Background: an optimization exercise with open tools, aiming at small area. Do not read the settings as production practice. At most, simulation tests tie the RTL to the original design; equivalence was not proved. For run 1, only the layout was checked, not whether the RTL still works.

==> flow/design.v, too long to show whole: its modules and the start of the top module <==
// module cube_map_face_select_unit: 1736 lines
// module cmfs_top: 33 lines
module cmfs_top (
	input  logic        clk,
	input  logic        arst_n,
	input  logic        start,
	output logic        busy,
	input  logic [15:0] dir_x,
	input  logic [15:0] dir_y,
	input  logic [15:0] dir_z,
	output logic        done,
	output logic [2:0]  face,
	output logic [12:0] coord_u,
	output logic [12:0] coord_v,
	output logic        zero_vector
);
  // ...
==> flow/run.sh <==
#!/bin/bash
# synth_recipe.tcl (not shown) runs the flow's synth.tcl, then flattens the netlist and writes it again
# the make line also repeats each setting of config.mk as NAME=value (left out here)
make -C /OpenROAD-flow-scripts/flow DESIGN_CONFIG=/design/flow/config.mk WORK_HOME=/design/flow/orfs CLKGATE_MAP_FILE= SYNTH_SCRIPT=/design/flow/synth_recipe.tcl finish
==> flow/config.mk <==
export PLATFORM = sky130hd
export DESIGN_NAME = cmfs_top
export DESIGN_NICKNAME = cmfs_top
export VERILOG_FILES = /design/flow/design.v
export SDC_FILE = /design/flow/constraint.sdc
export NUM_CORES = 4
export LEC_CHECK = 0
export ABC_AREA = 1
export CAP_MARGIN = 10
export CORE_MARGIN = 2
export CORE_UTILIZATION = 40
export CTS_CLUSTER_DIAMETER = 60
export CTS_CLUSTER_SIZE = 30
export GPL_TIMING_DRIVEN = 0
export SLEW_MARGIN = 10
==> flow/constraint.sdc <==
create_clock -name core_clock -period 4.5 [get_ports {clk}]
set_input_delay 0.9000 -clock core_clock [delete_from_list [all_inputs] [get_ports {clk}]]
set_output_delay 0.9000 -clock core_clock [all_outputs]
set_load 0.01 [all_outputs]
==> metrics.md, run 1 <==
| Metric | Value |
|---|---|
| Status | complete, no violations |
| WL/cell | 14.9 um |
| Reg2reg path depth | 23 |
| CP top delay family | simple AND/OR/NAND/NOR gates |
| Post-Route Skew | 0.0298 ns |
| Worst Path Max Fanout | 10 |
| Vias in the first global route | 19,700 |
| CTS max path bufs | 3 |
| Post-CTS sizing | 77 |
| Met3 Usage GRT | 1.50% |
| Via-to-Cell Ratio | 4.75 |
| Final Cycle Share | 96.5% |
| Met2 wire len | 32,500 um |
| Area grow syn2layout | 14.6% |
| Synth top cells by count | nand2_1 (502), inv_1 (419), dfxtp_1 (368), ha_1 (358), xor2_1 (268) |
| Hold path endpoint | u_unit.qu_10r[7] |
| IO Pins | 83 |
| Clk cell area share | 4.04% |
| Worst Path Buf+Inv | 6 |
| GR peak layer | met2 |
| Inst Count DP | 4,107 |
| Detailed Routing Iterations Pass 1 | 5 |
| Syn_area_per_cell | 8.61 um^2 |
| RR Startpoint | u_unit.m_0r[2] |
| Worst Path Arrival | 4.80 ns |
| Post-synth EDFFs | 0 |
| Clk slew on worst S/H paths | 0.10 ns |
| Post-Syn Area | 27,200 um^2 |
| Max incr delay on CP | 0.46 ns |
| Final hold violation count | 0 |
| Grt ovf | 0 |
| Cell count after synthesis | 3,155 |
| Synth top area share | 27.1% |
==> run 2: changes to the inputs <==
--- a/flow/design.v
+++ b/flow/design.v
@@ -117,16 +117,18 @@
 		end
 		equ_c = equ_c && !fu_c;
 		eqv_c = eqv_c && !fv_c;
 		if (zero_c) begin
 			m_c   = 16'd1;
 			equ_c = 1'b0;
 			eqv_c = 1'b0;
 		end
+		fu_c  = fu_c || equ_c;
+		fv_c  = fv_c || eqv_c;
 	end
 	logic        vld_0;
 	logic        equ_0;
 	logic        eqv_0;
 	logic [2:0] face_0;
 	logic [15:0] m_0;
 	logic        fu_0;
 	logic        fv_0;
@@ -1749,18 +1751,18 @@
 	assign sv_11 = pv_11 ^ cv_11;
 	assign rv_11 = sv_11[15:1];
 	logic [11:0] qu_f, qv_f;
 	assign qu_f = {!fu_11, qu_11, !(ru_11[14] ^ fu_11)};
 	assign qv_f = {!fv_11, qv_11, !(rv_11[14] ^ fv_11)};
 	assign done            = vld_11;
 	assign res.zero_vector = face_11 == 3'd6;
 	assign res.face        = res.zero_vector ? 3'd5 : face_11;
-	assign res.coord_u     = {equ_11, qu_f & {12{!equ_11}}};
-	assign res.coord_v     = {eqv_11, qv_f & {12{!eqv_11}}};
+	assign res.coord_u     = {equ_11, qu_f};
+	assign res.coord_v     = {eqv_11, qv_f};
 endmodule
 module cmfs_top (
 	input  logic        clk,
 	input  logic        arst_n,
 	input  logic        start,
 	output logic        busy,
 	input  logic [15:0] dir_x,
 	input  logic [15:0] dir_y,
==> flow/config.mk (replaced) <==
export PLATFORM = sky130hd
export DESIGN_NAME = cmfs_top
export DESIGN_NICKNAME = cmfs_top
export VERILOG_FILES = /design/flow/design.v
export SDC_FILE = /design/flow/constraint.sdc
export NUM_CORES = 4
export LEC_CHECK = 0
export ABC_AREA = 1
export CAP_MARGIN = 20
export CORE_MARGIN = 2
export CORE_UTILIZATION = 40
export CTS_CLUSTER_DIAMETER = 60
export CTS_CLUSTER_SIZE = 30
export GPL_TIMING_DRIVEN = 0
export SLEW_MARGIN = 20
==> metrics.md, run 2 <==
| Metric | Value |
|---|---|
| CTS tree | done |
| GP Congestion | 0.895 |
| Seq/Total Area, Yosys | 27.9% |
| Synth Flop Type | dfxtp_1 |
| Post-Syn Nets | 3,634 |
| Final setup violation count | 0 |
| Synth top area share | 27.3% (+0.22 points) |
| WL/cell | 14.8 um (-1.1%) |
| Clock H-tree levels | 2 |
| Worst-Margin Slew | 0.636 ns |
| Post-layout minimum cycle time | 4.37 ns |
| Most common cell in the netlist | nand2_1 |
| Post-synth top area cell | dfxtp_1 |
| Final hold violation count | 0 (unchanged) |
| 1st-iter DRT viols | 569 |
| Max incr delay on CP | 0.50 ns (+0.04 ns) |
| Final Cell Area | 31,400 um^2 |
| Hold path endpoint | u_unit.qv_8r[6] |
| Slew margin rel. | 57.4% |
| Grt ovf | 0 (unchanged) |
| CP required | 4.99 ns |
| Final Cycle Share | 97.0% (+0.54 points) |
| Initial antenna violation count | 0 |
| Post-Route Skew | 0.0445 ns (+0.0146 ns) |
| Fillers | 6,438 |
| # port buffers | 80 |
| Final WL | 61,400 um |
| Worst Path Arrival | 4.86 ns (+0.06 ns) |
| Status | complete, no violations |
| Reg area | 7530 um^2 |
| FF+latch count, synth | 374 |
| Worst Path Class, Setup | primary input to flip-flop |
| CP top delay family | simple AND/OR/NAND/NOR gates |
| Die area | 69,500 um^2 |
| Clock latency on the worst-skew pair | 0.60 ns |
| Register-to-register setup slack | 0.22 ns |
| Area grow syn2layout | 16.3% |
| Largest net degree at the start of global routing | 31 |
| DR vias | 19,700 |
| Dpl ws | -1.74 ns |
| DRT antenna net count | 0 |
| Post-CTS Hold Fix Bufs | 0 |
| Post-synth EDFFs | 0 (unchanged) |
| First-pass GRT wire length | 99,100 um |
| Area of the multi-input gates | 18,200 um^2 |
| PnR worst setup slack | 0.133 ns |
| Die width | 264 um |
| Maximum clock frequency | 229 MHz |
| RSZ-0062 raised after global routing | yes |
| DP HPWL | 51,100 um |
| Total CTS buffers | 36 |
| Fin. max-slew vios | 0 |
| Synth area leaders | dfxtp_1 (27%), ha_1 (17%), xnor2_1 (8.7%) |
| Share of layout cells above drive strength 1 | 11.5% |
| Tot GR Track Use | 17.8% |
| Total core area | 66,900 um^2 |
| Cell count after synthesis | 3,113 (-1.3%) |
| Vias in the first global route | 19,700 (-0.015%) |
| Row cnt | 95 |
| Type of origin of the critical path | primary input |
| Via-to-Cell Ratio | 4.73 (-0.41%) |
| Worst R2R End | u_unit.ru_4r[13] |
| CTS max path bufs | 3 (unchanged) |
| Reg2reg path depth | 26 (+13%) |
| DP Area | 28,900 um^2 |
| Residual DRC | 0 |
| Clk sinks | 374 |
| Synth top cells by count | nand2_1 (512), inv_1 (400), dfxtp_1 (368), ha_1 (358), xnor2_1 (268) |
| Worst min-delay path class | flip-flop to flip-flop |
| Most frequent cells in the layout | nand2_1 (502), inv_1 (399), dfxtp_1 (359), ha_1 (354), xnor2_1 (257) |
| Layout net count | 3,779 |
| Crit path cell chain | clkdlybuf4s50_1, nor4_4, nand2_1, nor3_4, nand2_1, o31ai_2, xnor2_2, ha_4, a21oi_1, o21a_1, o21a_1, nor2_1, a211oi_2, nand3_1, nand2_4, inv_4, nor2_4, inv_4, buf_8, o211ai_1 |
| Min-Delay Path Depth | 0 |
| Initial core utilization | 40.3% |
| Antenna diodes | 0 |
| MaxCap Viol Count | 0 |
| IO Pins | 83 (unchanged) |
| Commonest non-fill, non-tap cell in the layout | nand2_1 |
| Detailed Routing Iterations Pass 1 | 5 (unchanged) |
| Clk slew on worst S/H paths | 0.09 ns (about the same) |
| Post-Syn Area | 27,000 um^2 (-0.81%) |
| Worst Path Max Fanout | 10 (unchanged) |
| Synth cell types | 50 |
| Hold Crit Start | u_unit.qv_6r[6] |
| Crit. End Element | flip-flop |
| Total number of yosys warnings | 1 |
| Clock Root Buffer | clkbuf_16 |
| Syn_area_per_cell | 8.66 um^2 (+0.52%) |
| Die Height | 264 um |
| Worst Path Buf+Inv | 4 (-2) |
| Post-synth ARST share | 1.60% |
| RR Startpoint | u_unit.ru_2r[14] |
| Worst path slowest cell | clkdlybuf4s50_1 |
run 2: changes by cell type after synthesis, moves of 5 or more:
cell / previous run / this run
nand3_1: 117 / 122
a21o_1: 19 / 25
xnor2_1: 253 / 268
nand2_2: 73 / 68
buf_1: 7 / 14
nand2_1: 502 / 512
nand2_4: 20 / 13
nor2_1: 142 / 115
o21ai_0: 93 / 84
inv_1: 419 / 400
xor2_1: 268 / 252
run 2: metrics by stage:
step | hold WS (ns) | std cells | util (%) | setup TNS [ns]
after global placement | 0.310 | 4066 | 43.1 | -106.15
after detailed placement | 0.312 | 4066 | 43.1 | -109.51
after global routing | 0.336 | 4159 | 46.9 | -0.0240
final | 0.327 | 4159 | 46.9 | 0
after floorplan | 0.310 | 3113 | - | 0
after CTS | 0.328 | 4138 | 45.9 | 0
run 2: kinds of logic (layout without fill, tap and decap cells):
kind of cell | Yosys count | after routing | synth area share (%)
adders and majority gates | 470 | 470 | 24.9
and+or+nand+nor | 921 | 921 | 15.4
other | 1 | 1 | 0.0139
AOI/OAI and AO/OA | 345 | 345 | 7.74
DFF | 374 | 374 | 27.9
xor gates and xnor gates | 522 | 522 | 17.1
buffers and inverters | 480 | 653 | 6.90
run 2: cell type report:
| class | count | area share, % |
|---|---|---|
| inverter | 423 | 5.08 |
| timing repair buffer | 117 | 3.60 |
| sequential | 374 | 24.0 |
| clock buffer | 37 | 2.92 |
| buffer | 47 | 1.32 |
| tap | 873 | 3.48 |
| clock inverter | 29 | 1.67 |
| multi-input combinational | 2259 | 57.9 |
run 2: per-layer routing:
layer  global-route usage, %  up-vias  wire length, um
li1                        -    10300                -
met1                    18.8     8952            24400
met2                    35.0      274            32900
met3                    2.19      128             1480
met4                    7.31        0             2670
met5                       0        -                0
run 2: worst max path at each step:
stage	from	slack (ns)	depth (start not counted)	end
floorplan	u_unit.rv_2r[14]	0.02	20	u_unit.rv_4r[13]
global placement	dir_y[0]	-1.74	23	u_unit.fu_0r
detailed placement	dir_y[0]	-1.74	23	u_unit.fu_0r
CTS	dir_y[2]	0.001	24	u_unit.fu_0r
global route	u_unit.rv_6r[14]	-0.02	25	u_unit.rv_8r[13]
finish	dir_z[2]	0.13	20	u_unit.fu_0r
run 2: timing repair:
item,in CTS,in global routing
setup endpoints to repair,157,114
pin swaps,20,34
setup buffers,12,25
resized for setup,99,102
run 2: worst register-to-register path: cells and delay by family (launching register included):
kind / cells / cell delay [ns]
adder cells (fa/ha/maj): 3 / 1.01
flip-flops: 1 / 0.33
AO/OA/AOI/OAI: 2 / 0.39
AND/OR/NAND/NOR: 14 / 1.38
buffers and inverters: 4 / 0.62
XOR/XNOR: 3 / 0.44
==> run 3: changes to the inputs <==
--- a/flow/config.mk
+++ b/flow/config.mk
@@ -9,7 +9,8 @@
 export CAP_MARGIN = 20
 export CORE_MARGIN = 2
-export CORE_UTILIZATION = 40
+export CORE_UTILIZATION = 55
 export CTS_CLUSTER_DIAMETER = 60
 export CTS_CLUSTER_SIZE = 30
 export GPL_TIMING_DRIVEN = 0
+export PLACE_DENSITY = 0.7
 export SLEW_MARGIN = 20
==> metrics.md, run 3 <==
| Metric | Value |
|---|---|
| Critical Path Start | u_unit.ru_10r[14] |
| Post-synth top area cell | dfxtp_1 |
| Most frequent CP cell | a21oi_1 |
| Clock latency on the worst-skew pair | 0.58 ns (-0.02 ns) |
| Setup TNS | 0 ns (unchanged) |
| Post-Route Skew | 0.0358 ns (-0.00863 ns) |
| Maximum clock frequency | 230 MHz (+0.63%) |
| Worst Path Class, Setup | flip-flop to primary output |
| Grt ovf | 0 (unchanged) |
| Post-Synth Simple-Gate Area | 15.4% (unchanged) |
| Max incr delay on CP | 0.55 ns (+0.05 ns) |
| Die Height | 225 um (-14%) |
| Post-synth ARST share | 1.60% (unchanged) |
| Final setup violation count | 0 (unchanged) |
| Die width | 225 um (-14%) |
| First-pass GRT wire length | 102,000 um (+2.8%) |
| Tot GR Track Use | 25.3% (+7.6 points) |
| Largest family of logic cells by synthesized area | adder cells |
| Row cnt | 81 (-15%) |
| Worst Path Max Fanout | 10 (unchanged) |
| CTS max path bufs | 3 (unchanged) |
| Seq/Total Area, Yosys | 27.9% (unchanged) |
| Type of origin of the critical path | flip-flop |
| DP Area | 28,500 um^2 (-1.1%) |
| Crit path cell chain | buf_6, xnor2_1, ha_1, a21oi_1, nand2_1, a21o_1, a21oi_1, o21ai_0, nand4_1, nand2_1, a21oi_1, xnor2_1, clkdlybuf4s50_1 |
| Synth top cells by count | nand2_1 (512), inv_1 (400), dfxtp_1 (368), ha_1 (358), xnor2_1 (268) |
| Via-to-Cell Ratio | 5.29 (+12%) |
| Worst-Margin Slew | 0.653 ns (+0.0164 ns) |
| Dpl ws | -1.37 ns (+0.365 ns) |
| Largest net degree at the start of global routing | 31 (unchanged) |
| Fillers | 4,053 (-37%) |
| CP required | 3.60 ns (-1.39 ns) |
| Area grow syn2layout | 14.2% |
| Commonest non-fill, non-tap cell in the layout | nand2_1 |
| DP HPWL | 53,600 um (+5.0%) |
| Synth cell types | 50 (unchanged) |
| Fin. max-slew vios | 0 (unchanged) |
| Mux cell area share after synthesis | 0% (unchanged) |
| Total number of yosys warnings | 1 (unchanged) |
| FF+latch count, synth | 374 (unchanged) |
| Clock H-tree levels | 2 (unchanged) |
| Final Cell Area | 30,800 um^2 (-1.8%) |
| Most common cell in the netlist | nand2_1 |
| GP Congestion | 0.912 (+1.8%) |
| Cell count after synthesis | 3,113 (unchanged) |
| Post-synth EDFFs | 0 (unchanged) |
| Initial core utilization | 55.4% (+15 points) |
| Post-Synth Adder-Cell Area | 24.9% (unchanged) |
| Die area | 50,800 um^2 (-27%) |
| Synth area leaders | dfxtp_1 (27%), ha_1 (17%), xnor2_1 (8.7%) |
| Share of layout cells above drive strength 1 | 11.1% (-0.37 points) |
| Post-Syn Area | 27,000 um^2 (unchanged) |
| Hold Crit Start | u_unit.eqv_0r |
| Final hold violation count | 0 (unchanged) |
| Residual DRC | 0 (unchanged) |
| Status | complete, no violations |
| Total core area | 48,600 um^2 (-27%) |
| DR vias | 20,600 (+4.8%) |
| Vias in the first global route | 20,600 (+4.7%) |
| Total CTS buffers | 34 (-5.6%) |
| Most frequent cells in the layout | nand2_1 (496), inv_1 (399), dfxtp_1 (362), ha_1 (357), xnor2_1 (261) |
| Synth top area share | 27.3% (unchanged) |
| Syn_area_per_cell | 8.66 um^2 (unchanged) |
| # port buffers | 80 (unchanged) |
| RR Startpoint | u_unit.ru_4r[14] |
| Clock Root Buffer | clkbuf_16 |
| CTS tree | done |
| Clk slew on worst S/H paths | 0.10 ns (about the same) |
| Initial antenna violation count | 0 (unchanged) |
| Final WL | 65,200 um (+6.2%) |
| Post-Syn Nets | 3,634 (unchanged) |
| 1st-iter DRT viols | 1,003 (+76%) |
| Slew margin rel. | 55.4% (-2.1 points) |
| Worst Path Arrival | 3.44 ns (-1.42 ns) |
| Final Cycle Share | 96.4% (-0.61 points) |
| MaxCap Viol Count | 0 (unchanged) |
| Final core utilization | 63.3% (+16 points) |
| Clk sinks | 374 (unchanged) |
| Worst path slowest cell | clkdlybuf4s50_1 |
| Complex-gate fraction of the synthesized area | 7.74% (unchanged) |
| Synth Area in XOR/XNOR | 17.1% (unchanged) |
| Worst min-delay path class | flip-flop to flip-flop |
| Synth Flop Type | dfxtp_1 |
| IO Pins | 83 (unchanged) |
| Post-layout minimum cycle time | 4.34 ns (-0.0275 ns) |
| Antenna diodes | 0 (unchanged) |
| Detailed Routing Iterations Pass 1 | 6 (+1) |
| Crit. End Element | primary output |
| PnR worst setup slack | 0.160 ns (+0.0275 ns) |
| DRT antenna net count | 0 (unchanged) |
| Layout net count | 3,774 (-0.13%) |
| WL/cell | 16.7 um (+13%) |
[run 3: cell types whose count changed in the layout (fill, tap and decap cells not counted), moves of 4 or more]
cell	change
clkinv_8	-4
buf_12	-4
clkbuf_2	-4
xnor2_1	+4
xnor2_2	-4
buf_4	+4
nand2_1	-6
nand2_2	+5
[run 3: critical path, delay by kind of cell (launching register included)]
kind | cells | cell delay [ns]
AOI/OAI and AO/OA | 5 | 0.85
adders and majority gates | 1 | 0.31
xor gates and xnor gates | 2 | 0.23
and+or+nand+nor | 3 | 0.25
DFF | 1 | 0.48
buffers and inverters | 2 | 0.77
[run 3: logic make-up after synthesis]
| family | Yosys count |
|---|---|
| AO/OA/AOI/OAI | 345 |
| XOR/XNOR | 522 |
| adder cells (fa/ha/maj) | 470 |
| buffers and inverters | 480 |
| flip-flops | 374 |
| other | 1 |
| AND/OR/NAND/NOR | 921 |
[run 3: per-layer routing]
layer	part of all wire, %	global-route usage, %	up-vias
met1	38	26.6	9726
met4	5.2	12.3	0
li1	-	-	10300
met5	0	0	-
met3	3.3	3.25	170
met2	53	49.3	435
[run 3: final cells by class]
class,count,area [um^2],share of cell area (%)
Clock buffer,41,928,3.01
Buffer,46,387,1.26
Timing Repair Buffer,114,1090,3.53
Sequential cell,374,7520,24.4
Tap cell,622,778,2.53
Multi-Input combinational cell,2259,18100,58.8
Timing Repair inverter,1,5.00,0.0163
Clock inverter,20,372,1.21
Inverter,423,1600,5.18
[run 3: final timing paths]
| path | slack, ns | cells after the start | endpoint |
|---|---|---|---|
| max | 0.16 | 13 | coord_u[0] |
| min reg2reg | 0.31 | 0 | u_unit.eqv_2r |
| max reg2reg | 0.19 | 22 | u_unit.ru_6r[13] |
| max in group asynchronous | 3.73 | 1 | u_unit.vld_8r |
| min in group asynchronous | 0.55 | 1 | u_unit.vld_10r |
| min | 0.31 | 0 | u_unit.eqv_2r |
[run 3: timing repair]
action                     4_1_cts  5_1_grt
setup endpoints to repair      155      107
pin swaps                        8       32
setup buffers                   12       21
hold buffers                     0        0
cloned                           0        2
resized for setup               78      119
[run 3: metrics by stage]
stage          cells  hold WS (ns)
2_1_floorplan   3113         0.310
3_3_place_gp    3815         0.310
3_5_place_dp    3815         0.312
4_1_cts         3881         0.315
5_1_grt         3900         0.314
6_report        3900         0.313
==> run 4: changes to the inputs <==
--- a/flow/config.mk
+++ b/flow/config.mk
@@ -9,8 +9,7 @@
 export CAP_MARGIN = 20
 export CORE_MARGIN = 2
-export CORE_UTILIZATION = 55
-export CTS_CLUSTER_DIAMETER = 60
-export CTS_CLUSTER_SIZE = 30
+export CORE_UTILIZATION = 40
+export CTS_CLUSTER_DIAMETER = 80
+export CTS_CLUSTER_SIZE = 40
 export GPL_TIMING_DRIVEN = 0
-export PLACE_DENSITY = 0.7
 export SLEW_MARGIN = 20
==> metrics.md, run 4 <==
| Metric | Value |
|---|---|
| Status | complete, no violations |
| Via-to-Cell Ratio | 4.74 (-10%) |
| Post-Route Skew | 0.0601 ns (+0.0243 ns) |
| Clock latency on the worst-skew pair | 0.62 ns (+0.04 ns) |
| Synth cell types | 50 (unchanged) |
| Crit. End Element | flip-flop |
| Post-Syn Area | 27,000 um^2 (unchanged) |
| Post-synth EDFFs | 0 (unchanged) |
| Total core area | 66,900 um^2 (+38%) |
| Residual DRC | 0 (unchanged) |
| Most common cell in the netlist | nand2_1 |
| Synth area leaders | dfxtp_1 (27%), ha_1 (17%), xnor2_1 (8.7%) |
| Clk slew on worst S/H paths | 0.12 ns (+0.02 ns) |
| Synth top cells by count | nand2_1 (512), inv_1 (400), dfxtp_1 (368), ha_1 (358), xnor2_1 (268) |
| Worst min-delay path class | flip-flop to flip-flop |
| Worst Path Buf+Inv | 7 (+5) |
| Initial antenna violation count | 0 (unchanged) |
| Post-layout minimum cycle time | 4.35 ns (+0.0122 ns) |
| FF+latch count, synth | 374 (unchanged) |
| Commonest non-fill, non-tap cell in the layout | nand2_1 |
| Tot GR Track Use | 17.6% (-7.7 points) |
| Final Cycle Share | 96.7% (+0.27 points) |
| Worst Path Class, Setup | primary input to flip-flop |
| Clk sinks | 374 (unchanged) |
| Type of origin of the critical path | primary input |
| DR vias | 19,600 (-4.8%) |
| Post-synth ARST share | 1.60% (unchanged) |
| Clock H-tree levels | 1 (-1) |
| Worst path slowest cell | clkdlybuf4s50_1 |
| CTS max path bufs | 3 (unchanged) |
| Worst Path Arrival | 4.86 ns (+1.42 ns) |
| Worst-Margin Slew | 0.620 ns (-0.0326 ns) |
| Max incr delay on CP | 0.43 ns (-0.12 ns) |
| IO Pins | 83 (unchanged) |
| Grt ovf | 0 (unchanged) |
| Area grow syn2layout | 14.9% |
| Post-Syn Nets | 3,634 (unchanged) |
| DRT antenna net count | 0 (unchanged) |
| PnR worst setup slack | 0.148 ns (-0.0122 ns) |
| Layout net count | 3,771 (-0.079%) |
| Final hold violation count | 0 (unchanged) |
| First-pass GRT wire length | 99,000 um (-2.9%) |
| Total CTS buffers | 25 (-26%) |
| CP required | 5.01 ns (+1.41 ns) |
| Post-CTS Hold Fix Bufs | 0 (unchanged) |
| 1st-iter DRT viols | 602 (-40%) |
| GP Congestion | 0.895 (-1.8%) |
| Fin. max-slew vios | 0 (unchanged) |
| Antenna diodes | 0 (unchanged) |
| Most frequent CP cell | inv_1 |
| Synth top area share | 27.3% (unchanged) |
| Worst Path Max Fanout | 10 (unchanged) |
| WL/cell | 14.8 um (-11%) |
| # port buffers | 80 (unchanged) |
| Largest net degree at the start of global routing | 41 (+32%) |
| Synth Flop Type | dfxtp_1 |
| Final setup violation count | 0 (unchanged) |
| Die Height | 264 um (+17%) |
| Cell count after synthesis | 3,113 (unchanged) |
| Seq/Total Area, Yosys | 27.9% (unchanged) |
| Row cnt | 95 (+17%) |
| Detailed Routing Iterations Pass 1 | 5 (-1) |
| Die area | 69,500 um^2 (+37%) |
| Hold_ws | 0.330 ns (+0.0172 ns) |
| DP HPWL | 51,100 um (-4.8%) |
| Slew margin rel. | 58.5% (+3.2 points) |
| CP top delay family | simple AND/OR/NAND/NOR gates |
| Initial core utilization | 40.3% (-15 points) |
| Clock Root Buffer | clkbuf_16 |
| Vias in the first global route | 19,700 (-4.7%) |
| Total number of yosys warnings | 1 (unchanged) |
| Maximum clock frequency | 230 MHz (-0.28%) |
| Post-synth top area cell | dfxtp_1 |
| Dpl ws | -1.74 ns (-0.365 ns) |
| MaxCap Viol Count | 0 (unchanged) |
| Most frequent cells in the layout | nand2_1 (502), inv_1 (398), dfxtp_1 (363), ha_1 (355), xnor2_1 (259) |
| Fillers | 6,476 (+60%) |
| CTS tree | done |
| Syn_area_per_cell | 8.66 um^2 (unchanged) |
| Share of layout cells above drive strength 1 | 11.0% (-0.12 points) |
| Die width | 264 um (+17%) |
| Final WL | 61,400 um (-5.9%) |
run 4: changes by cell type in the layout (fill, tap and decap cells not counted), moves of 4 or more:
cell and change:
o21ai_0 -4, nor2_2 +5, nand2_1 +6, o21ai_1 +4, nand2_2 -6, inv_16 -6, clkinv_16 +6, clkbuf_16 -11
run 4: worst paths after layout:
check | start | endpoint | slack (ns) | depth (start not counted)
worst max-delay path | dir_y[2] | u_unit.fu_0r | 0.15 | 25
worst min-delay path | u_unit.m_0r[8] | u_unit.m_2r[8] | 0.33 | 0
worst max register to register | u_unit.ru_2r[14] | u_unit.ru_4r[13] | 0.21 | 26
worst min register to register | u_unit.m_0r[8] | u_unit.m_2r[8] | 0.33 | 0
max in group asynchronous | arst_n | u_unit.vld_2r | 3.80 | 1
min in group asynchronous | arst_n | u_unit.vld_10r | 0.50 | 1
run 4: stage by stage:
stage                     area (um^2)  cells  setup TNS [ns]  util [%]
after floorplan                 27000   3113               0         -
after global placement          28900   4066         -106.15      43.1
after detailed placement        28900   4066         -109.51      43.1
after CTS                       30400   4124          -0.105      45.4
after global routing            31000   4142          -0.200      46.3
final                           31000   4142               0      46.3
run 4: timing repair:
action | 4_1_cts | 5_1_grt
endpoints found under the hold margin | 0 | 0
pin swaps | 20 | 40
setup buffers | 18 | 23
endpoints found under the setup margin | 157 | 113
gates cloned | 0 | 0
resized for setup | 98 | 108
run 4: layout make-up:
cell class	instances	area [um^2]	area share [%]
well taps	873	1090	3.53
repair buffers	121	1130	3.65
multi-input cells	2259	18100	58.6
plain buffers	46	410	1.33
flip-flops and latches	374	7520	24.3
clock inverters	20	433	1.40
clock buffers	26	629	2.03
inverters	423	1600	5.15
run 4: kinds of logic after synthesis:
| logic type | share of synthesized area [%] |
|---|---|
| AO/OA/AOI/OAI | 7.74 |
| XOR/XNOR | 17.1 |
| adder cells (fa/ha/maj) | 24.9 |
| buffers and inverters | 6.90 |
| flip-flops | 27.9 |
| other | 0.0139 |
| AND/OR/NAND/NOR | 15.4 |
run 4: worst register-to-register path, cell delays in order (launching register included):
cell	delay, ns
dfxtp_1	0.33
buf_6	0.17
buf_8	0.18
xnor2_1	0.09
ha_1	0.35
a21oi_2	0.17
nor2_1	0.06
a211oi_1	0.22
nand2_2	0.15
nand2_2	0.14
nand3_2	0.12
nand2_4	0.19
buf_6	0.21
xor2_1	0.17
ha_1	0.29
nand3_1	0.11
nand2_1	0.05
inv_1	0.06
nand2_2	0.08
nand2_1	0.08
nand2_2	0.10
nand2_1	0.09
nand2_1	0.09
nand2_1	0.08
nand2_1	0.06
fa_1	0.38
xor2_1	0.18
run 4: routing by layer:
metal / global-route usage (%) / up-vias / part of all wire, %
li1: - / 10300 / -
met1: 18.9 / 8953 / 40
met2: 35.1 / 277 / 54
met3: 1.66 / 115 / 2.4
met4: 6.83 / 0 / 4.3
met5: 0 / - / 0
==> run 5: changes to the inputs <==
--- a/flow/config.mk
+++ b/flow/config.mk
@@ -9,7 +9,8 @@
 export CAP_MARGIN = 20
 export CORE_MARGIN = 2
-export CORE_UTILIZATION = 40
-export CTS_CLUSTER_DIAMETER = 80
-export CTS_CLUSTER_SIZE = 40
+export CORE_UTILIZATION = 50
+export CTS_CLUSTER_DIAMETER = 70
+export CTS_CLUSTER_SIZE = 35
 export GPL_TIMING_DRIVEN = 0
+export PLACE_DENSITY = 0.65
 export SLEW_MARGIN = 20
==> metrics.md, run 5 <==
| Metric | Value |
|---|---|
| Post-synth ARST share | 1.60% (unchanged) |
| GP Congestion | 0.904 (+0.99%) |
| Residual DRC | 0 (unchanged) |
| Fin. max-slew vios | 0 (unchanged) |
| Worst Path Class, Setup | primary input to flip-flop |
| Post-layout minimum cycle time | 4.33 ns (-0.0226 ns) |
| Most frequent cells in the layout | nand2_1 (498), inv_1 (400), dfxtp_1 (362), ha_1 (356), xnor2_1 (257) |
| CP required | 4.94 ns (-0.07 ns) |
| Final Cycle Share | 96.2% (-0.50 points) |
| Antenna diodes | 0 (unchanged) |
| Fillers | 4,677 (-28%) |
| Reg area | 7530 um^2 (about the same) |
| WL/cell | 16.9 um (+14%) |
| Synth top cells by count | nand2_1 (512), inv_1 (400), dfxtp_1 (368), ha_1 (358), xnor2_1 (268) |
| Detailed Routing Iterations Pass 1 | 5 (unchanged) |
| Syn_area_per_cell | 8.66 um^2 (unchanged) |
| Critical Path Start | dir_x[1] |
| Tot GR Track Use | 24.0% (+6.3 points) |
| Final hold violation count | 0 (unchanged) |
| Synth top area share | 27.3% (unchanged) |
| Post-Route Skew | 0.0465 ns (-0.0136 ns) |
| Largest net degree at the start of global routing | 36 (-12%) |
| Grt ovf | 0 (unchanged) |
| FF+latch count, synth | 374 (unchanged) |
| 1st-iter DRT viols | 916 (+52%) |
| Post-synth EDFFs | 0 (unchanged) |
| Hold_ws | 0.295 ns (-0.0353 ns) |
| Worst min-delay path class | flip-flop to flip-flop |
| Seq/Total Area, Yosys | 27.9% (unchanged) |
| Post-Syn Nets | 3,634 (unchanged) |
| Clk slew on worst S/H paths | 0.11 ns (about the same) |
| Max incr delay on CP | 0.45 ns (+0.02 ns) |
| Final Cell Area | 31,000 um^2 (about the same) |
| Area grow syn2layout | 14.8% (about the same) |
| Type of origin of the critical path | primary input |
| Total CTS buffers | 29 (+16%) |
| Status | complete, no violations |
| Worst Path Arrival | 4.77 ns (-0.09 ns) |
| Final WL | 67,200 um (+9.5%) |
| DR vias | 20,600 (+4.8%) |
| Hold Crit Start | u_unit.qu_4r[9] |
| Area of the multi-input gates | 18,100 um^2 (-0.21%) |
| Final setup violation count | 0 (unchanged) |
| Clock H-tree levels | 1 (unchanged) |
| Share of layout cells above drive strength 1 | 11.3% (+0.33 points) |
| RR Startpoint | u_unit.rv_4r[14] |
| Synth area leaders | dfxtp_1 (27%), ha_1 (17%), xnor2_1 (8.7%) |
| CTS tree | done |
| Die Height | 236 um (-10%) |
| Worst path slowest cell | clkdlybuf4s50_1 |
| Total core area | 53,600 um^2 (-20%) |
| DRT antenna net count | 0 (unchanged) |
| Layout net count | 3,779 (+0.21%) |
| Die width | 236 um (-10%) |
| Row cnt | 85 (-11%) |
| Most common cell in the netlist | nand2_1 |
| First-pass GRT wire length | 107,000 um (+8.5%) |
| Post-Syn Area | 27,000 um^2 (unchanged) |
| # port buffers | 80 (unchanged) |
| IO Pins | 83 (unchanged) |
| Final core utilization | 57.7% (+11 points) |
| CTS max path bufs | 3 (unchanged) |
| Vias in the first global route | 20,900 (+6.4%) |
| Setup TNS | 0 ns (unchanged) |
| Clock Root Buffer | clkbuf_16 |
| Initial antenna violation count | 0 (unchanged) |
| Crit. End Element | flip-flop |
| Clk sinks | 374 (unchanged) |
| Slew margin rel. | 54.2% (-4.4 points) |
| Clock latency on the worst-skew pair | 0.63 ns (about the same) |
| Commonest non-fill, non-tap cell in the layout | nand2_1 |
| Synth Flop Type | dfxtp_1 |
| MaxCap Viol Count | 0 (unchanged) |
| Via-to-Cell Ratio | 5.17 (+9.1%) |
| Die area | 55,800 um^2 (-20%) |
| Worst-Margin Slew | 0.670 ns (+0.0503 ns) |
| Total number of yosys warnings | 1 (unchanged) |
| CP top delay family | simple AND/OR/NAND/NOR gates |
| DP Area | 28,600 um^2 (-0.77%) |
| Worst Path Buf+Inv | 5 (-2) |
| Crit path cell chain | clkdlybuf4s50_1, or3_1, nor2_1, nand2_1, nor2_2, nand4_1, nor2_1, inv_1, nor2_2, nor2_1, xnor2_2, ha_1, nand4_1, nor3_4, nand4_1, o2111ai_2, nand2_4, inv_6, nor2_4, buf_12, buf_4, nand2_1, o221ai_1 |
| Initial core utilization | 50.3% (+10 points) |
| Cell count after synthesis | 3,113 (unchanged) |
| DP HPWL | 55,400 um (+8.5%) |
| Post-synth top area cell | dfxtp_1 |
| Synth cell types | 50 (unchanged) |
| Maximum clock frequency | 231 MHz (+0.52%) |
| Worst Path Max Fanout | 10 (unchanged) |
run 5: worst paths after layout:
kind	end	slack, ns	cells past startpoint
worst max-delay path	u_unit.m_0r[4]	0.17	23
worst min-delay path	u_unit.qu_6r[9]	0.29	0
worst max register to register	u_unit.rv_6r[12]	0.19	26
worst min register to register	u_unit.qu_6r[9]	0.29	0
max in group asynchronous	u_unit.vld_6r	3.78	1
min in group asynchronous	u_unit.vld_0r	0.50	1
run 5: metrics by stage:
step | worst slack, ns | cells
3_5_place_dp | -1.51 | 3889
4_1_cts | 0.00349 | 3951
3_3_place_gp | -1.48 | 3889
6_report | 0.171 | 3977
2_1_floorplan | 0.0205 | 3113
5_1_grt | -0.0965 | 3977
run 5: kinds of logic after synthesis:
kind of cell	share of synthesized area, %
adder cells (fa/ha/maj)	24.9
XOR/XNOR	17.1
AND/OR/NAND/NOR	15.4
AO/OA/AOI/OAI	7.74
buffers and inverters	6.90
other	0.0139
flip-flops	27.9
run 5: area by class of cell:
cell class	count	area share, %
buffer	46	1.36
clock buffer	29	2.34
clock inverter	25	1.71
inverter	423	5.15
multi-input combinational	2259	58.5
sequential	374	24.3
tap	696	2.81
timing repair buffer	125	3.80
run 5: what timing repair did:
| action | in CTS | in global routing |
|---|---|---|
| hold buffers | 0 | 0 |
| pin swaps | 7 | 36 |
| hold endpoints to repair | 0 | 0 |
| endpoints found under the setup margin | 151 | 115 |
| buffers inserted | 13 | 32 |
| gates resized for setup | 89 | 123 |
run 5: per-layer routing:
| layer | vias to the layer above | wire [um] | share of wire [%] | GRT usage (%) |
|---|---|---|---|---|
| met3 | 115 | 2010 | 3.0 | 2.09 |
| met1 | 9761 | 28000 | 42 | 28.2 |
| met4 | 0 | 2310 | 3.4 | 7.90 |
| met5 | - | 0 | 0 | 0 |
| li1 | 10300 | - | - | - |
| met2 | 363 | 34900 | 52 | 45.6 |
==> run 6: changes to the inputs <==
--- a/flow/config.mk
+++ b/flow/config.mk
@@ -9,8 +9,9 @@
 export CAP_MARGIN = 20
 export CORE_MARGIN = 2
-export CORE_UTILIZATION = 50
+export CORE_UTILIZATION = 55
 export CTS_CLUSTER_DIAMETER = 70
 export CTS_CLUSTER_SIZE = 35
+export GPL_ROUTABILITY_DRIVEN = 0
 export GPL_TIMING_DRIVEN = 0
-export PLACE_DENSITY = 0.65
+export PLACE_DENSITY = 0.7
 export SLEW_MARGIN = 20
==> metrics.md, run 6 <==
| Metric | Value |
|---|---|
| Synth top area share | 27.3% (unchanged) |
| Initial antenna violation count | 0 (unchanged) |
| Die area | 50,800 um^2 (-8.9%) |
| Clk slew on worst S/H paths | 0.12 ns (about the same) |
| Detailed Routing Iterations Pass 1 | 7 (+2) |
| Post-CTS Hold Fix Bufs | 0 (unchanged) |
| Residual DRC | 0 (unchanged) |
| Slew margin rel. | 58.8% (+4.6 points) |
| Post-layout minimum cycle time | 4.32 ns (-0.00624 ns) |
| RR Startpoint | u_unit.rv_2r[14] |
| Grt ovf | 0 (unchanged) |
| Worst-Margin Slew | 0.603 ns (-0.0673 ns) |
| Total CTS buffers | 25 (-14%) |
| Antenna diodes | 0 (unchanged) |
| Synth area leaders | dfxtp_1 (27%), ha_1 (17%), xnor2_1 (8.7%) |
| DRT antenna net count | 0 (unchanged) |
| Post-synth top area cell | dfxtp_1 |
| Hold Crit Start | u_unit.equ_6r |
| Clk sinks | 374 (unchanged) |
| IO Pins | 83 (unchanged) |
| Post-Syn Nets | 3,634 (unchanged) |
| Post-synth EDFFs | 0 (unchanged) |
| Die Height | 225 um (-4.6%) |
| CTS tree | done |
| Vias in the first global route | 21,200 (+1.4%) |
| FF+latch count, synth | 374 (unchanged) |
| Maximum clock frequency | 231 MHz (+0.14%) |
| Worst Path Class, Setup | primary input to flip-flop |
| Fillers | 4,093 (-12%) |
| Final Cycle Share | 96.1% (-0.14 points) |
| Synth top cells by count | nand2_1 (512), inv_1 (400), dfxtp_1 (368), ha_1 (358), xnor2_1 (268) |
| Status | complete, no violations |
| Synth cell types | 50 (unchanged) |
| CTS max path bufs | 3 (unchanged) |
| CP required | 5.01 ns (+0.07 ns) |
| Largest net degree at the start of global routing | 36 (unchanged) |
| 1st-iter DRT viols | 949 (+3.6%) |
| MaxCap Viol Count | 0 (unchanged) |
| Initial core utilization | 55.4% (+5.1 points) |
| Post-Route Skew | 0.0254 ns (-0.0211 ns) |
| Clock latency on the worst-skew pair | 0.60 ns (-0.03 ns) |
| Cell count after synthesis | 3,113 (unchanged) |
| Seq/Total Area, Yosys | 27.9% (unchanged) |
| DR vias | 20,800 (+0.89%) |
| Die width | 225 um (-4.6%) |
| Commonest non-fill, non-tap cell in the layout | nand2_1 |
| Reg area | 7520 um^2 (about the same) |
| Clock H-tree levels | 1 (unchanged) |
| Most frequent cells in the layout | nand2_1 (500), inv_1 (398), dfxtp_1 (365), ha_1 (357), xnor2_1 (258) |
| # port buffers | 80 (unchanged) |
| Final setup violation count | 0 (unchanged) |
| Area grow syn2layout | 13.3% |
| Worst Path Arrival | 4.83 ns (+0.06 ns) |
| Most common cell in the netlist | nand2_1 |
| Share of layout cells above drive strength 1 | 10.6% (-0.68 points) |
| Post-synth ARST share | 1.60% (unchanged) |
| DP HPWL | 53,000 um (-4.4%) |
| Setup TNS | 0 ns (unchanged) |
| Final hold violation count | 0 (unchanged) |
| Clock Root Buffer | clkbuf_16 |
| Syn_area_per_cell | 8.66 um^2 (unchanged) |
| Type of origin of the critical path | primary input |
| Total number of yosys warnings | 1 (unchanged) |
| Fin. max-slew vios | 0 (unchanged) |
| Tot GR Track Use | 25.4% (+1.4 points) |
| Area of the multi-input gates | 18,100 um^2 (+0.21%) |
| Via-to-Cell Ratio | 5.35 (+3.4%) |
| Layout net count | 3,759 (-0.53%) |
| Worst min-delay path class | flip-flop to flip-flop |
| Critical Path Start | dir_x[2] |
| Worst Path Max Fanout | 10 (unchanged) |
| Post-Syn Area | 27,000 um^2 (unchanged) |
| First-pass GRT wire length | 103,000 um (-4.0%) |
| Total core area | 48,600 um^2 (-9.2%) |
| Crit. End Element | flip-flop |
| Final WL | 64,700 um (-3.7%) |
| WL/cell | 16.7 um (-1.2%) |
| Row cnt | 81 (-4.7%) |
| Synth Flop Type | dfxtp_1 |
==> run 6: cell counts after synthesis <==
Identical to the previous run, type by type.
==> run 6: cells by family after synthesis <==
logic type | Yosys count | share of synthesized area [%]
AO/OA/AOI/OAI | 345 | 7.74
XOR/XNOR | 522 | 17.1
adder cells (fa/ha/maj) | 470 | 24.9
buffers and inverters | 480 | 6.90
flip-flops | 374 | 27.9
other | 1 | 0.0139
AND/OR/NAND/NOR | 921 | 15.4
==> run 6: routing by layer <==
layer	wire length [um]	track usage, %	share of wire (%)
met2	33900	48.9	52
met5	0	0	0
met1	24900	27.2	38
met3	2250	2.65	3.5
met4	3700	12.9	5.7
==> run 6: final timing paths <==
kind / slack (ns) / endpoint / depth (start not counted)
max in group asynchronous: 3.75 / u_unit.vld_2r / 1
worst min-delay path: 0.33 / u_unit.equ_8r / 0
worst max register to register: 0.20 / u_unit.rv_4r[13] / 22
worst min register to register: 0.33 / u_unit.equ_8r / 0
min in group asynchronous: 0.53 / u_unit.vld_10r / 1
worst max-delay path: 0.18 / u_unit.rv_0r[11] / 22
==> run 6: timing repair <==
action | 4_1_cts | 5_1_grt
buffers inserted | 10 | 17
resized for setup | 71 | 121
pin swaps | 6 | 31
setup endpoints to repair | 152 | 115
==> run 6: metrics by stage <==
stage	instance area (um^2)	instances	utilization, %	worst slack, ns	hold WS, ns
4_1_cts	29900	3866	61.5	0.00483	0.324
2_1_floorplan	27000	3113	-	0.0205	0.310
3_5_place_dp	28500	3815	58.7	-1.32	0.312
5_1_grt	30500	3879	62.8	-0.0620	0.332
3_3_place_gp	28500	3815	58.7	-1.33	0.312
6_report	30500	3879	62.8	0.177	0.327
==> run 6: cell type report <==
type	instances	area share, %
inverter	423	5.22
buffer	48	1.27
tap	622	2.55
clock inverter	21	1.52
multi-input combinational	2259	59.4
clock buffer	25	2.05
timing repair buffer	107	3.34
sequential	374	24.6
==> run 6: worst max-delay path, stage by stage <==
cell and delay, ns:
clkdlybuf4s50_1 0.43, or3_4 0.41, nor2_4 0.11, nand2_2 0.09
nor2_4 0.14, nand4_1 0.13, nor2_2 0.15, inv_1 0.08
nor2_4 0.11, nor2_1 0.08, xnor2_2 0.19, ha_1 0.32
nand4_1 0.16, nor3_4 0.26, nand4_1 0.22, o2111ai_2 0.15
nand2_4 0.16, inv_6 0.10, nor2_4 0.05, buf_4 0.15
clkbuf_2 0.18, o21ai_0 0.24
==> run 7: changes to the inputs <==
--- a/flow/config.mk
+++ b/flow/config.mk
@@ -12,5 +12,4 @@
 export CTS_CLUSTER_DIAMETER = 70
 export CTS_CLUSTER_SIZE = 35
-export GPL_ROUTABILITY_DRIVEN = 0
 export GPL_TIMING_DRIVEN = 0
 export PLACE_DENSITY = 0.7
==> metrics.md, run 7 <==
| Metric | Value |
|---|---|
| Total core area | 48,600 um^2 (unchanged) |
| Post-Syn Nets | 3,634 (unchanged) |
| DRT antenna net count | 0 (unchanged) |
| Final Cycle Share | 95.6% (-0.45 points) |
| CP required | 3.60 ns (-1.41 ns) |
| IO Pins | 83 (unchanged) |
| Critical Path Start | u_unit.ru_10r[14] |
| Max incr delay on CP | 0.55 ns (+0.12 ns) |
| GP Congestion | 0.912 |
| Most common cell in the netlist | nand2_1 |
| Most frequent CP cell | a21oi_1 |
| Cell count after synthesis | 3,113 (unchanged) |
| Register-to-register setup slack | 0.20 ns (about the same) |
| Synth area leaders | dfxtp_1 (27%), ha_1 (17%), xnor2_1 (8.7%) |
| Crit path cell chain | clkbuf_8, xnor2_1, ha_1, a21oi_1, nand2_1, a21o_1, a21oi_1, o21ai_1, nand4_1, nand2_1, a21oi_1, xnor2_1, clkdlybuf4s50_1 |
| DP HPWL | 53,600 um (+1.3%) |
| Clk sinks | 374 (unchanged) |
| Post-Syn Area | 27,000 um^2 (unchanged) |
| Fillers | 4,067 (-0.64%) |
| Commonest non-fill, non-tap cell in the layout | nand2_1 |
| 1st-iter DRT viols | 1,109 (+17%) |
| Clock Root Buffer | clkbuf_16 |
| Worst Path Buf+Inv | 2 (-3) |
| CTS max path bufs | 3 (unchanged) |
| Post-Route Skew | 0.0265 ns (+0.00106 ns) |
| CP top delay family | compound AO/OA/AOI/OAI gates |
| Initial antenna violation count | 0 (unchanged) |
| Maximum clock frequency | 232 MHz (+0.47%) |
| Crit. End Element | primary output |
| WL/cell | 16.7 um (about the same) |
| Row cnt | 81 (unchanged) |
| Final hold violation count | 0 (unchanged) |
| First-pass GRT wire length | 102,000 um (-0.68%) |
| DR vias | 20,600 (-0.68%) |
| Post-layout minimum cycle time | 4.30 ns (-0.0204 ns) |
| Synth cell types | 50 (unchanged) |
| Die width | 225 um (unchanged) |
| Hold Crit Start | u_unit.eqv_0r |
| Status | complete, no violations |
| CTS tree | done |
| Most frequent cells in the layout | nand2_1 (498), inv_1 (398), dfxtp_1 (362), ha_1 (356), xnor2_1 (262) |
| Antenna diodes | 0 (unchanged) |
| Area grow syn2layout | 13.6% |
| Worst Path Max Fanout | 10 (unchanged) |
| Grt ovf | 0 (unchanged) |
| Post-synth EDFFs | 0 (unchanged) |
| Detailed Routing Iterations Pass 1 | 6 (-1) |
| Residual DRC | 0 (unchanged) |
| Syn_area_per_cell | 8.66 um^2 (unchanged) |
| Worst min-delay path class | flip-flop to flip-flop |
| Worst path slowest cell | clkdlybuf4s50_1 |
| Die area | 50,800 um^2 (unchanged) |
| MaxCap Viol Count | 0 (unchanged) |
| Layout net count | 3,766 (+0.19%) |
| Post-CTS Hold Fix Bufs | 0 (unchanged) |
| Final core utilization | 62.9% (+0.15 points) |
| Clock H-tree levels | 1 (unchanged) |
| Seq/Total Area, Yosys | 27.9% (unchanged) |
| Clock latency on the worst-skew pair | 0.62 ns (+0.02 ns) |
| Die Height | 225 um (unchanged) |
| FF+latch count, synth | 374 (unchanged) |
| Synth Flop Type | dfxtp_1 |
| Initial core utilization | 55.4% (unchanged) |
| Slew margin rel. | 58.8% (about the same) |
| Total number of yosys warnings | 1 (unchanged) |
| Synth top area share | 27.3% (unchanged) |
| Worst Path Arrival | 3.40 ns (-1.43 ns) |
| Post-synth ARST share | 1.60% (unchanged) |
| Post-Layout Cell Count | 3,890 (+0.28%) |
| Worst Path Class, Setup | flip-flop to primary output |
| Final setup violation count | 0 (unchanged) |
| Post-synth top area cell | dfxtp_1 |
| Synth top cells by count | nand2_1 (512), inv_1 (400), dfxtp_1 (368), ha_1 (358), xnor2_1 (268) |
| RR Startpoint | u_unit.ru_4r[14] |
| Via-to-Cell Ratio | 5.30 (-0.96%) |
| # port buffers | 80 (unchanged) |
| Tot GR Track Use | 25.3% (-0.080 points) |
| Share of layout cells above drive strength 1 | 11.0% (+0.33 points) |
| Clk slew on worst S/H paths | 0.11 ns (about the same) |
| Vias in the first global route | 20,700 (-2.7%) |
| Fin. max-slew vios | 0 (unchanged) |
| Final WL | 65,000 um (+0.38%) |
| Inst Count DP | 3,815 (unchanged) |
| Total CTS buffers | 29 (+16%) |
| Type of origin of the critical path | flip-flop |
| Largest net degree at the start of global routing | 36 (unchanged) |
| Worst-Margin Slew | 0.603 ns (-0.0000284 ns) |
==> run 7: cell counts after synthesis <==
No cell type changed its count.
==> run 7: metrics by stage <==
| step | setup TNS [ns] | hold slack (ns) | worst slack, ns | cell area [um^2] |
|---|---|---|---|---|
| finish | 0 | 0.306 | 0.197 | 30600 |
| global route | -0.345 | 0.308 | -0.0548 | 30600 |
| CTS | 0 | 0.306 | 0.000524 | 29900 |
| detailed placement | -95.81 | 0.312 | -1.37 | 28500 |
| global placement | -82.08 | 0.310 | -1.36 | 28500 |
| floorplan | 0 | 0.310 | 0.0205 | 27000 |
==> run 7: final cells by class <==
class / count / area, um^2 / area share, %
multi-input combinational: 2259 / 18100 / 59.2
sequential: 374 / 7530 / 24.6
inverter: 423 / 1600 / 5.22
timing repair buffer: 112 / 1060 / 3.47
tap: 622 / 778 / 2.54
clock buffer: 29 / 726 / 2.37
clock inverter: 25 / 427 / 1.39
buffer: 46 / 380 / 1.24
==> run 7: final timing paths <==
path / cells past startpoint / to
setup / recovery: 13 / coord_u[0]
hold / removal: 0 / u_unit.eqv_2r
setup reg to reg: 22 / u_unit.ru_6r[13]
hold reg to reg: 0 / u_unit.eqv_2r
max in group asynchronous: 1 / u_unit.vld_10r
min in group asynchronous: 1 / u_unit.vld_6r
==> run 7: timing repair <==
item / 4_1_cts / 5_1_grt
gates resized for setup: 73 / 121
endpoints found under the setup margin: 154 / 111
pin swaps: 3 / 38
setup buffers: 7 / 25
==> run 7: logic make-up after synthesis <==
kind of cell | count (synthesis) | share of synthesized area (%)
buffers and inverters | 480 | 6.90
other | 1 | 0.0139
adder cells (fa/ha/maj) | 470 | 24.9
AO/OA/AOI/OAI | 345 | 7.74
XOR/XNOR | 522 | 17.1
AND/OR/NAND/NOR | 921 | 15.4
flip-flops | 374 | 27.9
==> run 7: routing by layer <==
layer / routed length [um] / part of all wire, % / track usage, %
met5: 0 / 0 / 0
met4: 3190 / 4.9 / 11.9
met3: 2260 / 3.5 / 2.62
met2: 34500 / 53 / 49.5
met1: 25000 / 38 / 26.9

==> afterwards: timing with drivers on the ports <==
The flow's constraints put no driver on any port. The routed layouts listed below were extracted and timed again, unchanged, in two steps. Step 1 (the two cells are an assumption about what drives the block):
set clk [get_ports {clk}]
set_driving_cell -lib_cell sky130_fd_sc_hd__clkbuf_16 $clk
set_driving_cell -lib_cell sky130_fd_sc_hd__buf_2 [delete_from_list [all_inputs] $clk]
Step 2 moves the port delays by t, midway between the first and last clock arrival at a register: inputs arrive t later, outputs are due t later. That takes back most of the time a late clock gives input paths. Slacks: ideal ports / drivers / drivers and shift; pairs: ideal ports / drivers.
| run | t, ns | setup slack, ns | worst setup path at the end | latest minus earliest clock arrival (ns) |
|---|---|---|---|---|
| run 1 | 0.657 | 0.157 / 0.149 / -0.464 | input to register | 0.037 / 0.037 |
| run 2 | 0.637 | 0.133 / 0.170 / -0.467 | input to register | 0.053 / 0.053 |
| run 3 | 0.617 | 0.160 / 0.102 / -0.421 | input to register | 0.040 / 0.040 |
| run 4 | 0.644 | 0.148 / 0.178 / -0.466 | input to register | 0.067 / 0.066 |
| run 5 | 0.668 | 0.171 / 0.122 / -0.497 | input to register | 0.050 / 0.051 |
| run 6 | 0.649 | 0.177 / 0.196 / -0.442 | input to register | 0.029 / 0.029 |
| run 7 | 0.665 | 0.197 / 0.138 / -0.460 | input to register | 0.027 / 0.027 |
With both steps, setup timing fails in every run listed, where it was met with ideal ports. The setup slack of run 5, which loses most, moves by -0.049 ns with the drivers and by -0.668 ns with both steps.
